Source: an optimization exercise on an open RTL-to-GDS flow (aim: small area and a short achievable clock period). Production flows keep margins and buffers that such runs may drop. Only simulation tests tie the RTL to the original design; equivalence was not proved.

==> inputs of run E <==
==> flow/design.v <==
package x86_decode_pkg;
    typedef enum logic [2:0] {
        GRP_NONE     = 3'd0,
        GRP_LOCK     = 3'd1,
        GRP_REP      = 3'd2,         
        GRP_SEG      = 3'd3,
        GRP_OPSIZE   = 3'd4,
        GRP_ADDRSIZE = 3'd5
    } prefix_group_e;
    typedef enum logic [1:0] {
        MN_ADD     = 2'd0,
        MN_AND     = 2'd1,
        MN_CALL    = 2'd2,
        MN_UNKNOWN = 2'd3
    } mnemonic_e;
    typedef enum logic [1:0] {
        SIZE8  = 2'b00,
        SIZE16 = 2'b01,
        SIZE32 = 2'b10
    } data_size_e;
    typedef logic [$clog2(16 + 1)-1:0] q_count_t;
    typedef struct packed {
        logic [31:0]                    addr;        
        q_count_t                       count;       
        logic [12-1:0][7:0]  bytes;       
    } byte_window_t;
    typedef struct packed {
        logic [31:0]    addr;
        logic [3:0]     length;          
        mnemonic_e      mnemonic;
        data_size_e     size;
        logic           direction;       
        logic           immediate;       
        logic [7:0]     modrm;           
        logic           opsize;          
        logic [2:0]     prefix_count;
    } instr_info_t;
endpackage
module x86_len_decoder (
    input  logic                        i_clk,
    input  logic                        i_reset,
    input  logic                        i_word_valid,
    input  logic [32-1:0]       i_word,
    output logic                        o_instr_valid,
    output logic [53:0]                 o_instr,         
    output logic                        o_overflow
);
    localparam int NB = 7;                   
    logic                   started;
    logic                   full;            
    logic [4:0]             fill;            
    logic [3:0]             head;            
    logic [3:0]             tail;            
    logic [3:0][31:0]       slots;
    logic [31:0]            rec_addr;
    logic [3:0]             rec_len;
    logic [1:0]             rec_mnemonic;
    logic [1:0]             rec_size;
    logic                   rec_direction;
    logic                   rec_immediate;
    logic [7:0]             rec_modrm;
    logic                   rec_opsize;
    logic [2:0]             rec_pfx;
    logic [3:0]             hs;              
    logic [3:0]             ho;              
    logic [31:0]            w0, w1;
    logic [15:0]            w2;
    logic [9:0][7:0]        win;
    logic [NB-1:0][7:0]     b;
    always_comb begin
        w0 = '0;
        w1 = '0;
        w2 = '0;
        for (int s = 0; s < 4; s++) begin
            w0 = w0 | ({32{hs[s]}} & slots[s]);
            w1 = w1 | ({32{hs[s]}} & slots[(s + 1) % 4]);
            w2 = w2 | ({16{hs[s]}} & slots[(s + 2) % 4][15:0]);
        end
        win = {w2, w1, w0};
        for (int i = 0; i < NB; i++) begin
            b[i] = '0;
            for (int o = 0; o < 4; o++) b[i] = b[i] | ({8{ho[o]}} & win[o + i]);
        end
    end
    function automatic logic [4:0] grp(input logic [7:0] x);
        grp = 5'd0;
        case (x)
            8'hF0:                          grp[0] = 1'b1;
            8'hF2, 8'hF3:               grp[1] = 1'b1;
            8'h2E, 8'h36, 8'h3E,
            8'h26, 8'h64, 8'h65:          grp[2] = 1'b1;
            8'h66:                        grp[3] = 1'b1;
            8'h67:                      grp[4] = 1'b1;
            default:                            ;
        endcase
    endfunction
    function automatic logic [1:0] mnem(input logic [7:0] op);
        if ((op <= 8'h05) || (op == 8'h80) || (op == 8'h81) || (op == 8'h83))
            mnem = 2'd0;
        else if ((op >= 8'h20) && (op <= 8'h25))
            mnem = 2'd1;
        else if ((op == 8'hE8) || (op == 8'hFF) || (op == 8'h9A))
            mnem = 2'd2;
        else
            mnem = 2'd3;
    endfunction
    function automatic logic [3:0] opc(input logic [7:0] op);
        logic unk;
        unk = (mnem(op) == 2'd3);
        opc = {unk, op == 8'hE8, op[7] && (!op[0] || op[1]), op[7] && op[0] && !op[1]};
    endfunction
    function automatic logic [5:0] mrc(input logic [7:0] m);
        mrc = 6'd0;
        case (m[7:6])
            2'b00: begin
                if (m[2:0] == 3'b100)      mrc[4] = 1'b1;
                else if (m[2:0] == 3'b101) mrc[3] = 1'b1;
                else                       mrc[0] = 1'b1;
            end
            2'b01: begin
                if (m[2:0] == 3'b100)      mrc[2] = 1'b1;
                else if (m[2:0] == 3'b101) mrc[1] = 1'b1;
                else                       mrc[0] = 1'b1;
            end
            2'b10: mrc[3] = 1'b1;
            default: mrc[5] = 1'b1;
        endcase
    endfunction
    logic [4:0][4:0]        g;
    logic [4:0][4:0]        glt;             
    logic [4:1]             ok;              
    logic [4:0]             run;             
    logic [5:0]             at;              
    logic [5:0]             osz;             
    logic [5:0][3:0]        oc;
    logic [6:1][5:0]        mc;
    logic [5:0][7:1]        rl;              
    always_comb begin
        for (int j = 0; j < 5; j++) begin
            g[j] = grp(b[j]);
            glt[j][0] = 1'b0;
            for (int k = 1; k < 5; k++) glt[j][k] = glt[j][k-1] | g[j][k-1];
        end
        for (int j = 1; j < 5; j++) ok[j] = |(g[j] & glt[j-1]);
        run[0] = |g[0];
        for (int j = 1; j < 5; j++) run[j] = run[j-1] && ok[j];
        at[0] = !run[0];
        for (int j = 1; j < 5; j++) at[j] = run[j-1] && !ok[j];
        at[5] = run[4];
        osz[0] = 1'b0;
        for (int j = 1; j < 6; j++) osz[j] = osz[j-1] || g[j-1][3];
        for (int j = 0; j < 6; j++) oc[j] = opc(b[j]);
        for (int j = 1; j < 7; j++) mc[j] = mrc(b[j]);
        for (int j = 0; j < 6; j++) begin
            logic modr;
            modr = !oc[j][3] && !oc[j][2];
            rl[j][1] = oc[j][3];
            rl[j][5] = oc[j][2];
            rl[j][2] = modr && (mc[j+1][0] || (mc[j+1][5] && !oc[j][1] && !oc[j][0]));
            rl[j][3] = modr && (mc[j+1][1] || (mc[j+1][5] && oc[j][1]));
            rl[j][4] = modr && (mc[j+1][2] || (mc[j+1][5] && oc[j][0] && osz[j]));
            rl[j][6] = modr && (mc[j+1][3] || (mc[j+1][5] && oc[j][0] && !osz[j]));
            rl[j][7] = modr && mc[j+1][4];
        end
    end
    logic [1:0]             tidx;
    logic [3:0]             diff;
    assign tidx = {tail[3] | tail[2], tail[3] | tail[1]};
    assign diff = {tidx, 2'b00} - head;
    assign fill = full ? 5'd16 : {1'b0, diff};
    function automatic logic [17:0] thermo(input logic [4:0] f);
        thermo = 18'd0;
        for (int k = 0; k <= 16; k++) begin
            if (5'(k) <= f) thermo[k] = 1'b1;
        end
    endfunction
    logic [17:0]            fge;
    logic [12:1]            lh;              
    logic [12:0]            t;               
    logic                   complete;
    logic                   no_room;
    always_comb begin
        fge = thermo(fill);
        lh = 12'd0;
        for (int l = 1; l <= 12; l++) begin
            for (int j = 0; j < 6; j++) begin
                if (l - j >= 1 && l - j <= 7) begin
                    if (at[j] && rl[j][l-j]) lh[l] = 1'b1;
                end
            end
        end
        for (int l = 1; l <= 12; l++) t[l] = lh[l] && fge[l];
        complete = |t[12:1];
        t[0] = !complete;
        no_room = 1'b0;
        for (int l = 1; l <= 3; l++) begin
            if (lh[l] && fge[13 + l]) no_room = 1'b1;
        end
    end
    logic [2:0]             pfx;
    logic                   opsize;
    logic [7:0]             opcode;
    logic [7:0]             modrm;
    logic [1:0]             mnemonic;
    logic [3:0]             take;
    always_comb begin
        pfx = 3'd0;
        opsize = 1'b0;
        opcode = 8'h00;
        modrm  = 8'h00;
        mnemonic = 2'd0;
        for (int j = 0; j < 6; j++) begin
            if (at[j]) begin
                pfx      = pfx | 3'(j);
                opsize   = opsize | osz[j];
                opcode   = opcode | b[j];
                mnemonic = mnemonic | mnem(b[j]);
                if (!oc[j][3] && !oc[j][2]) modrm = modrm | b[j+1];
            end
        end
        take = 4'd0;
        for (int l = 1; l <= 12; l++) begin
            if (t[l]) take = take | 4'(l);
        end
    end
    logic                   append;
    logic                   do_write;
    logic                   to_full;         
    logic [3:0]             head_next;
    assign append    = i_word_valid && started;
    assign do_write  = append && !no_room;
    assign head_next = head + take;
    always_comb begin
        to_full = 1'b0;
        for (int l = 0; l <= 4; l++) begin
            if (t[l] && fge[12 + l] && !fge[13 + l]) to_full = 1'b1;
        end
    end
    always_ff @(posedge i_clk) begin
        if (i_reset) begin
            started       <= 1'b0;
            full          <= 1'b0;
            head          <= 4'd0;
            hs            <= 4'd1;
            ho            <= 4'd1;
            tail          <= 4'd1;
            o_overflow    <= 1'b0;
            o_instr_valid <= 1'b0;
        end else begin
            if (i_word_valid) started <= 1'b1;
            full          <= do_write && to_full;
            head          <= head_next;
            for (int k = 0; k < 4; k++) begin
                hs[k] <= (head_next[3:2] == 2'(k));
                ho[k] <= (head_next[1:0] == 2'(k));
            end
            if (do_write) tail <= {tail[2:0], tail[3]};
            if (append && no_room) o_overflow <= 1'b1;
            o_instr_valid <= complete;
        end
    end
    always_ff @(posedge i_clk) begin
        for (int s = 0; s < 4; s++) begin
            if (tail[s] && !no_room) slots[s] <= i_word;
        end
    end
    always_ff @(posedge i_clk) begin
        if (i_word_valid && !started) rec_addr <= i_word;
        else                          rec_addr <= rec_addr + 32'(rec_len);
        rec_len       <= take;
        rec_mnemonic  <= mnemonic;
        rec_size      <= !opcode[0] ? 2'd0 : (opsize ? 2'd1 : 2'd2);
        rec_direction <= opcode[1];
        rec_immediate <= opcode[7];
        rec_modrm     <= modrm;
        rec_opsize    <= opsize;
        rec_pfx       <= pfx;
    end
    assign o_instr = {rec_addr, rec_len, rec_mnemonic, rec_size, rec_direction,
                      rec_immediate, rec_modrm, rec_opsize, rec_pfx};
endmodule
==> flow/flow/run.sh <==
#!/bin/bash
# The standard layout, with timing repair aimed at a setup margin well above
# the design's. The clock, constraints and synthesis are the standard ones;
# only how hard the repair steps work on the worst path changes.
set -euo pipefail
bash standard.sh SETUP_SLACK_MARGIN=12 finish > standard_flow.log 2>&1
==> flow/standard.sh <==
#!/bin/bash
# synth_recipe.tcl (not shown) runs the flow's synth.tcl, then flattens the netlist and writes it again
# the make line also repeats each setting of config.mk as NAME=value (left out here)
make -C /OpenROAD-flow-scripts/flow DESIGN_CONFIG=/design/flow/config.mk WORK_HOME=/design/flow/orfs CLKGATE_MAP_FILE= SYNTH_SCRIPT=/design/flow/synth_recipe.tcl "${@:-finish}"
==> flow/config.mk <==
export PLATFORM = sky130hd
export DESIGN_NAME = x86_len_decoder
export DESIGN_NICKNAME = x86_len_decoder
export VERILOG_FILES = /design/flow/design.v
export SDC_FILE = /design/flow/constraint.sdc
export NUM_CORES = 4
export LEC_CHECK = 0
export CAP_MARGIN = 30
export CORE_MARGIN = 2
export CORE_UTILIZATION = 40
export SLEW_MARGIN = 30
export TNS_END_PERCENT = 0
==> flow/constraint.sdc <==
create_clock -name core_clock -period 16.5 [get_ports {i_clk}]
set_input_delay 3.3000 -clock core_clock [delete_from_list [all_inputs] [get_ports {i_clk}]]
set_output_delay 3.3000 -clock core_clock [all_outputs]
set_load 0.01 [all_outputs]
==> run D: changes against run E <==
--- a/flow/design.v
+++ b/flow/design.v
@@ -49,4 +49,3 @@
     logic                   started;
-    logic                   full;            
-    logic [4:0]             fill;            
+    logic [4:0]             fill;
     logic [3:0]             head;            
@@ -165,9 +164,4 @@
     end
-    logic [1:0]             tidx;
-    logic [3:0]             diff;
-    assign tidx = {tail[3] | tail[2], tail[3] | tail[1]};
-    assign diff = {tidx, 2'b00} - head;
-    assign fill = full ? 5'd16 : {1'b0, diff};
-    function automatic logic [17:0] thermo(input logic [4:0] f);
-        thermo = 18'd0;
+    function automatic logic [16:0] thermo(input logic [4:0] f);
+        thermo = 17'd0;
         for (int k = 0; k <= 16; k++) begin
@@ -176,3 +170,3 @@
     endfunction
-    logic [17:0]            fge;
+    logic [16:0]            fge;
     logic [12:1]            lh;              
@@ -227,11 +221,14 @@
     logic                   do_write;
-    logic                   to_full;         
+    logic [4:0]             fill_kept;
     logic [3:0]             head_next;
-    assign append    = i_word_valid && started;
-    assign do_write  = append && !no_room;
-    assign head_next = head + take;
-    always_comb begin
-        to_full = 1'b0;
-        for (int l = 0; l <= 4; l++) begin
-            if (t[l] && fge[12 + l] && !fge[13 + l]) to_full = 1'b1;
+    assign append   = i_word_valid && started;
+    assign do_write = append && !no_room;
+    always_comb begin
+        fill_kept = 5'd0;
+        head_next = 4'd0;
+        for (int l = 0; l <= 12; l++) begin
+            if (t[l]) begin
+                fill_kept = fill_kept | (fill - 5'(l));
+                head_next = head_next | (head + 4'(l));
+            end
         end
@@ -241,3 +238,3 @@
             started       <= 1'b0;
-            full          <= 1'b0;
+            fill          <= 5'd0;
             head          <= 4'd0;
@@ -250,3 +247,3 @@
             if (i_word_valid) started <= 1'b1;
-            full          <= do_write && to_full;
+            fill          <= do_write ? fill_kept + 5'd4 : fill_kept;
             head          <= head_next;
==> flow/run.sh (new file) <==
#!/bin/bash
# synth_recipe.tcl (not shown) runs the flow's synth.tcl, then flattens the netlist and writes it again
# the make line also repeats each setting of config.mk as NAME=value (left out here)
make -C /OpenROAD-flow-scripts/flow DESIGN_CONFIG=/design/flow/config.mk WORK_HOME=/design/flow/orfs CLKGATE_MAP_FILE= SYNTH_SCRIPT=/design/flow/synth_recipe.tcl finish
SETUP_SLACK_MARGIN = 0.3   (was default)
TNS_END_PERCENT = default   (was 0)
removed: flow/flow/run.sh
removed: flow/standard.sh
==> results.cfg <==
[floorplanning]
die_h_um = 185.8
die_x_um = 185.8

[power_and_ir_drop]
internal-power_mw = 1.741

[finish]
multi_input_area_share_pct = 46.51

[outcome]
status = complete, no violations

[detailed_routing]
met2WireLength_mm = 24.94

[synthesis]
synth_adder_area_share_pct = 1.230
synth_area_um2 = 13220
synth-simple-area-share_pct = 17.02

[critical_path]
path_delay_family = compound AO/OA/AOI/OAI gates

[clocking]
post_cts_resized = 171
-- figures above: run E

==> results.cfg <==
[outcome]
status = complete, no violations

[critical_path]
path_delay_family = simple AND/OR/NAND/NOR gates

[detailed_routing]
met2WireLength_mm = 25.65

[synthesis]
synth_adder_area_share_pct = 2.663
synth_area_um2 = 14850
synth-simple-area-share_pct = 18.00

[floorplanning]
die_x_um = 196.7
die_h_um = 196.7

[clocking]
post_cts_resized = 0

[power_and_ir_drop]
internal-power_mw = 1.734

[finish]
multi_input_area_share_pct = 52.12
-- figures above: run D

-- separate check: timing with driven ports --
No port has a modelled driver above. Below, the same layouts with a new extraction and two added sets of constraints. Step 1: set_driving_cell puts a clkbuf_16 on i_clk and a buf_2 on each other input, an assumption about the parent block. Step 2 adds t to the input delays and takes it off the output delays; t is the mean of the earliest and latest rising clock arrival at the registers after step 1. Input paths then give back, and output paths get back, about the clock's delay inside the block. Three values: no drivers, after step 1, after step 2; two values: the first two.
run | t, ns | setup slack, ns | worst register clock-pin slew, ns | pins driven straight from the clock port
run E | 0.571 | 11.449 / 11.449 / 11.449 | 0.06 / 0.06 | 1
run D | 0.589 | 10.229 / 10.229 / 10.229 | 0.06 / 0.06 | 1
After both steps setup and hold are still met in every run listed.
